Context: an optimization exercise on an open-source flow, tuned for small area, a short achievable clock period and few clock cycles per item. The choices shown serve that exercise and are no tape-out recipe. Only simulation tests tie the RTL to the original design; equivalence was not proved.

File: flow/constraint.sdc
create_clock -name core_clock -period 7.5 [get_ports {clk}]
set_input_delay 1.5000 -clock core_clock [delete_from_list [all_inputs] [get_ports {clk}]]
set_output_delay 1.5000 -clock core_clock [all_outputs]
set_load 0.01 [all_outputs]
File: flow/run.sh
#!/bin/bash
# synth_recipe.tcl (not shown) runs the flow's synth.tcl, then flattens the netlist and writes it again
# the make line also repeats each setting of config.mk as NAME=value (left out here)
make -C /OpenROAD-flow-scripts/flow DESIGN_CONFIG=/design/flow/config.mk WORK_HOME=/design/flow/orfs CLKGATE_MAP_FILE= SYNTH_SCRIPT=/design/flow/synth_recipe.tcl finish
File: flow/design.v
package pcc_pkg;
  typedef logic [1:0] pcc_count_t;
  localparam pcc_count_t SEEN_NONE = 2'd0;
  localparam pcc_count_t SEEN_ONE  = 2'd1;
  localparam pcc_count_t SEEN_TWO  = 2'd2;
  localparam pcc_count_t SEEN_FULL = 2'd3;
  typedef struct packed {
    logic has_main;    
    logic is_ref;      
    logic last;        
    logic few;         
  } pcc_flags_t;
endpackage
module polygon_convexity_check #(
  parameter int COORD_WIDTH = 16
) (
  input  logic                          clk,
  input  logic                          rst,
  input  logic                          vertex_valid,
  output logic                          vertex_ready,
  input  logic signed [COORD_WIDTH-1:0] vertex_x,
  input  logic signed [COORD_WIDTH-1:0] vertex_y,
  input  logic                          last_vertex,
  output logic                          result_valid,
  input  logic                          result_ready,
  output logic                          is_convex,
  output logic                          too_few
);
  localparam int DW = COORD_WIDTH + 1;
  localparam int PW = 2 * DW;
  logic signed [COORD_WIDTH-1:0] first_x, first_y, second_x, second_y;
  logic signed [COORD_WIDTH-1:0] older_x, older_y, newer_x, newer_y;
  pcc_pkg::pcc_count_t           seen_count;
  logic                 v1;
  pcc_pkg::pcc_flags_t           f1;
  logic signed [DW-1:0] m_ax, m_ay, m_bx, m_by;
  logic signed [DW-1:0] w1_ax, w1_ay, w1_bx, w1_by;
  logic signed [DW-1:0] w2_ax, w2_ay, w2_bx, w2_by;
  logic                 v2;
  pcc_pkg::pcc_flags_t           f2;
  logic signed [PW-1:0] m_l, m_r, w1_l, w1_r, w2_l, w2_r;
  logic reference_positive;
  logic all_agree;
  logic out_free, ready2, fire_in, adv1;
  logic signed [DW-1:0] cx, cy;
  logic signed [DW-1:0] ex_first, ey_first, ex_second, ey_second;
  logic signed [DW-1:0] ex_older, ey_older, ex_newer, ey_newer;
  pcc_pkg::pcc_flags_t flags_in;
  logic cls_m, cls_w1, cls_w2, ref_next, agree_next, agree_final;
  assign out_free         = !result_valid || result_ready;
  assign ready2           = !v2 || !f2.last || out_free;
  assign adv1             = !v1 || ready2;
  assign vertex_ready     = adv1;
  assign fire_in          = vertex_valid && vertex_ready;
  assign cx        = DW'(vertex_x);
  assign cy        = DW'(vertex_y);
  assign ex_first  = DW'(first_x);
  assign ey_first  = DW'(first_y);
  assign ex_second = DW'(second_x);
  assign ey_second = DW'(second_y);
  assign ex_older  = DW'(older_x);
  assign ey_older  = DW'(older_y);
  assign ex_newer  = DW'(newer_x);
  assign ey_newer  = DW'(newer_y);
  always_comb begin
    flags_in.has_main = (seen_count == pcc_pkg::SEEN_TWO) || (seen_count == pcc_pkg::SEEN_FULL);
    flags_in.is_ref   = (seen_count == pcc_pkg::SEEN_TWO);
    flags_in.last     = last_vertex;
    flags_in.few      = (seen_count == pcc_pkg::SEEN_NONE) || (seen_count == pcc_pkg::SEEN_ONE);
  end
  always_ff @(posedge clk) begin
    if (rst) begin
      seen_count <= pcc_pkg::SEEN_NONE;
    end else if (fire_in) begin
      if (last_vertex) begin
        seen_count <= pcc_pkg::SEEN_NONE;
      end else if (seen_count != pcc_pkg::SEEN_FULL) begin
        seen_count <= seen_count + pcc_pkg::pcc_count_t'(1);
      end
    end
    if (fire_in) begin
      if (seen_count == pcc_pkg::SEEN_NONE) begin
        first_x <= vertex_x;
        first_y <= vertex_y;
      end
      if (seen_count == pcc_pkg::SEEN_ONE) begin
        second_x <= vertex_x;
        second_y <= vertex_y;
      end
      older_x <= newer_x;
      older_y <= newer_y;
      newer_x <= vertex_x;
      newer_y <= vertex_y;
    end
  end
  always_ff @(posedge clk) begin
    if (rst) begin
      v1 <= 1'b0;
    end else if (adv1) begin
      v1 <= vertex_valid;
    end
    if (adv1) begin
      f1    <= flags_in;
      m_ax  <= ex_older - ex_newer;
      m_ay  <= ey_older - ey_newer;
      m_bx  <= ex_newer - cx;
      m_by  <= ey_newer - cy;
      w1_ax <= ex_newer - cx;
      w1_ay <= ey_newer - cy;
      w1_bx <= cx - ex_first;
      w1_by <= cy - ey_first;
      w2_ax <= cx - ex_first;
      w2_ay <= cy - ey_first;
      w2_bx <= ex_first - ex_second;
      w2_by <= ey_first - ey_second;
    end
  end
  always_ff @(posedge clk) begin
    if (rst) begin
      v2 <= 1'b0;
    end else if (ready2) begin
      v2 <= v1;
    end
    if (ready2) begin
      f2   <= f1;
      m_l  <= PW'(m_ax) * PW'(m_by);
      m_r  <= PW'(m_ay) * PW'(m_bx);
      w1_l <= PW'(w1_ax) * PW'(w1_by);
      w1_r <= PW'(w1_ay) * PW'(w1_bx);
      w2_l <= PW'(w2_ax) * PW'(w2_by);
      w2_r <= PW'(w2_ay) * PW'(w2_bx);
    end
  end
  always_comb begin
    cls_m       = m_l > m_r;
    cls_w1      = w1_l > w1_r;
    cls_w2      = w2_l > w2_r;
    ref_next    = f2.is_ref ? cls_m : reference_positive;
    agree_next  = all_agree && (!f2.has_main || f2.is_ref || (cls_m == reference_positive));
    agree_final = agree_next && (cls_w1 == ref_next) && (cls_w2 == ref_next);
  end
  always_ff @(posedge clk) begin
    if (rst) begin
      reference_positive <= 1'b0;
      all_agree          <= 1'b1;
      result_valid      <= 1'b0;
    end else begin
      if (result_ready) begin
        result_valid <= 1'b0;
      end
      if (v2 && ready2) begin
        if (f2.last) begin
          result_valid      <= 1'b1;
          reference_positive <= 1'b0;
          all_agree          <= 1'b1;
        end else begin
          reference_positive <= ref_next;
          all_agree          <= agree_next;
        end
      end
    end
    if (v2 && ready2 && f2.last) begin
      is_convex <= !f2.few && agree_final;
      too_few   <= f2.few;
    end
  end
endmodule
File: flow/config.mk
export PLATFORM = sky130hd
export DESIGN_NAME = polygon_convexity_check
export DESIGN_NICKNAME = polygon_convexity_check
export VERILOG_FILES = /design/flow/design.v
export SDC_FILE = /design/flow/constraint.sdc
export NUM_CORES = 4
export LEC_CHECK = 0
export CAP_MARGIN = 20
export CORE_MARGIN = 2
export CORE_UTILIZATION = 40
export PLACE_DENSITY = 0.6
export SLEW_MARGIN = 20
==> run notes <==
==> kinds of logic after synthesis <==
kind of cell               count (synthesis)  share of synthesized area (%)
xor gates and xnor gates                 288                          2.871
DFF                                      485                          16.49
adders and majority gates               2528                          51.24
AOI/OAI and AO/OA                        710                          5.359
buffers and inverters                   2426                          10.36
and+or+nand+nor                         2395                          13.62
muxes                                      5                        0.05838
==> area by class of cell <==
type / instances / share of cell area, %
antenna: 4 / 0.01055
clock buffer: 67 / 1.588
clock inverter: 39 / 0.4908
inverter: 2147 / 8.505
multi-input combinational: 5926 / 67.80
sequential: 485 / 15.28
tap: 2871 / 3.788
timing repair buffer: 265 / 2.537
==> timing repair <==
action	CTS	global route
gates resized for setup	0	1
setup endpoints to repair	0	7
buffers inserted	0	17
==> metrics by stage <==
step                      cells  setup slack (ns)
after detailed placement  11680            0.3585
after floorplan            8837            0.9740
after global placement    11680            0.3427
after global routing      11800          0.001423
after CTS                 11780            0.2876
final                     11800            0.2542
==> cell usage in the layout, fill, tap and decap left out, types with 59 or more instances in the layout <==
cell type	instances
a21o_1	127
a21oi_1	194
and2_1	880
buf_4	199
clkbuf_16	59
edfxtp_1	478
fa_1	1784
ha_1	744
inv_1	2146
nand2_1	890
nand3_1	61
nor2_1	283
o21ai_0	131
xnor2_1	242
==> sequential cells by signal, indices dropped and copies added (netlist names), 16 cells and up <==
| register | flops |
|---|---|
| second_x | 16 |
| w2_bx | 17 |
| w1_by | 17 |
| w2_r | 34 |
| m_ay | 17 |
| w1_bx | 17 |
| w1_r | 34 |
| older_y | 16 |
| m_r | 34 |
| first_x | 16 |
| w2_l | 34 |
| second_y | 16 |
| w1_l | 34 |
| first_y | 16 |
| m_l | 34 |
| newer_y | 16 |
| m_bx | 17 |
| m_by | 17 |
| m_ax | 17 |
| newer_x | 16 |
| older_x | 16 |
| w2_by | 17 |
==> cells in the mapped netlist, types with 61 or more instances <==
cell type / number
nand2_1: 891
xnor2_1: 242
nand3_1: 61
nor2_1: 283
and2_1: 882
edfxtp_1: 478
ha_1: 744
a21oi_1: 195
inv_1: 2147
clkbuf_1: 274
o21ai_0: 131
a21o_1: 127
fa_1: 1784
==> final timing paths <==
check / from / endpoint / slack (ns) / depth (start not counted)
worst min-delay path: f1[2]$_DFFE_PN_ / f2[2]$_DFFE_PP_ / 0.43 / 0
worst max-delay path: m_bx[4]$_DFFE_PN_ / w1_l[30]$_DFFE_PP_ / 0.25 / 21
worst max register to register: m_bx[4]$_DFFE_PN_ / w1_l[30]$_DFFE_PP_ / 0.25 / 21
worst min register to register: f1[2]$_DFFE_PN_ / f2[2]$_DFFE_PP_ / 0.43 / 0
==> metal layers <==
metal	global-route usage (%)	vias up
met3	2.307	342
met1	30.02	31090
met2	37.56	1580
li1	-	26790
met5	0	-
met4	7.010	8
==> run notes <==
==============================================================================
Library cell appearing most often on the critical path                    fa_1
Max-slew headroom                                                       21.77%
Post-synthesis instance area                                      0.08787 mm^2
Crit-path slowest cell                                                edfxtp_1
Detail Route Antenna Nets                                                    0
Total length of routed wires                                        240,100 um
Layout cells sized above 1                                              3.942%
Area growth syn-to-layout                                               7.931%
Clock insertion delay at the later pin of the skew report              0.74 ns
Area share of the largest cell type after synthesis                     40.64%
Root Buffer                                                          clkbuf_16
TritonCTS clock tree                                                     built
Net count after synthesis                                               11,400
Maximum number of pins on one net before global-route repair               108
Height of the die                                                     472.7 um
Via count of the first global-routing pass                              65,300
Quantity of I/O buffers inserted on ports                                   40
Outcome                                       no timing/DRC/antenna violations
Routed wire length per instance                                       20.34 um
Crit Path Category                                                register to register
Cts bufs inserted                                                           59
Die area                                                           0.2235 mm^2
Arr. time, crit path                                                   7.72 ns
Final Setup Violations                                                       0
Final Cell Area                                                   0.09484 mm^2
Slew at the pin with the worst max-slew slack                         1.173 ns
Global-route wire length before repair                              381,500 um
Number of nets in the layout                                            11,450
Number of inserted filler cells in the final layout                     20,790
Multi-input combinational cell area                               0.06430 mm^2
Ys async rst share                                                          0%
Number of enable-type register cells in the synthesized netlist            478
Row count                                                                  172
Count of endpoints failing hold in the final timing report                   0
Part of the Yosys area used for sequential elements                     16.49%
Count of vias placed by the detailed router                             59,810
Total met2 wirelength after detailed routing                        116,400 um
Critical-path cell list                                           buf_4 > and2_1 > fa_1 > fa_1 > ha_1 > fa_1 > inv_1 > fa_1 > fa_1 > inv_1 > ha_1 > a21o_1 > nor3_2 > a211oi_1 > nor4b_2 > o21bai_1 > a41o_1 > a221o_1 > a311o_1 > a21oi_2 > xnor2_1
Maximum clock insertion buffer count                                         3
Crit path time final                                                  7.246 ns
Flops & latches, synth                                                     485
Number of H-tree levels                                                      2
Fmax                                                                 138.0 MHz
Hold buffer count at CTS                                                     0
Kind of capture point of the worst setup path                         register
Required time at the endpoint of the critical path                     7.97 ns
RD Place Congestion                                                     0.9534
Post-detailed-route DRC marker count                                         0
Syn Area/Cell                                                       9.944 um^2
Uppermost routed layer                                                    met5
Wire length on met1                                                 102,100 um
Count of yosys warnings during synthesis                                     1
Detail-routed via count per cell                                         5.067
Area taken by flip-flops and latches                              0.01449 mm^2
Post-Place Cell Area                                              0.09265 mm^2
Max_cap viols                                                                0
Starting density of the core                                            40.11%
Setup repair after global routing missed its margin                         no
Worst-path fanout max                                                       20
Dominant synthesized flop cell                                        edfxtp_1
Floorplan Core Area                                                0.2191 mm^2
HPWL reported at the end of detailed placement                      198,400 um
Crit path largest cell delay                                           1.04 ns
Worst Hold Class                                                  register to register
Sum of met3 wire segment lengths after detailed routing              12,360 um
Clk pin slew, worst setup/hold paths                                   0.06 ns
Initial antenna violation count                                             13
Period utilization                                                      96.61%
DR pass1 iterations                                                          6
Die Width                                                             472.7 um
Library cell with the largest summed area after synthesis                 fa_1
Clk sink count                                                             485
Utilization after layout                                                43.29%
Instance count of the mapped netlist                                     8,837
Top post-synthesis cells by area                                  fa_1 (41%), edfxtp_1 (16%), ha_1 (11%)
Global-route congestion overflow total                                       0
Final hold slack                                                     0.4278 ns
Number of top-level pins                                                    41
Setup TNS                                                                 0 ns
Count of final max-slew check failures                                       0
Number of distinct library cells after synthesis                            74
Crit start category                                                   register
Iteration-0 DRC Markers                                                  4,058
Critical path's top delay family                                   adder cells
Worst path buffer plus inverter count                                        3
GRT Resource Usage Total                                                22.21%
Clk_skew                                                            0.06735 ns
==============================================================================
Testbench counts, summed over its fixed seeds: cycles 59,290, items 59,266.

## separate check: timing with driven ports
No port has a modelled driver above. Below, the same layout with a new extraction and two added sets of constraints. Step 1 assumes that a clkbuf_16 drives the clock port and a buf_2 every other input. Step 2, shift: input delay + t, output delay - t, t = (earliest + latest rising clock arrival at the registers) / 2. This alone moves slack from input paths to output paths. a / b / c = no drivers / after step 1 / after step 2; a / b = the first two.
t (ns): 0.781
setup WS [ns]: 0.254 / 0.254 / 0.254
hold slack, ns: 0.428 / 0.428 / 0.428
worst data-port slew with drivers (ns): 0.29
pins driven straight from the clock port: 1
After both steps this run still meets setup and hold. For this run, drivers alone change the setup slack by 0.000 ns; drivers and shift together by 0.000 ns.
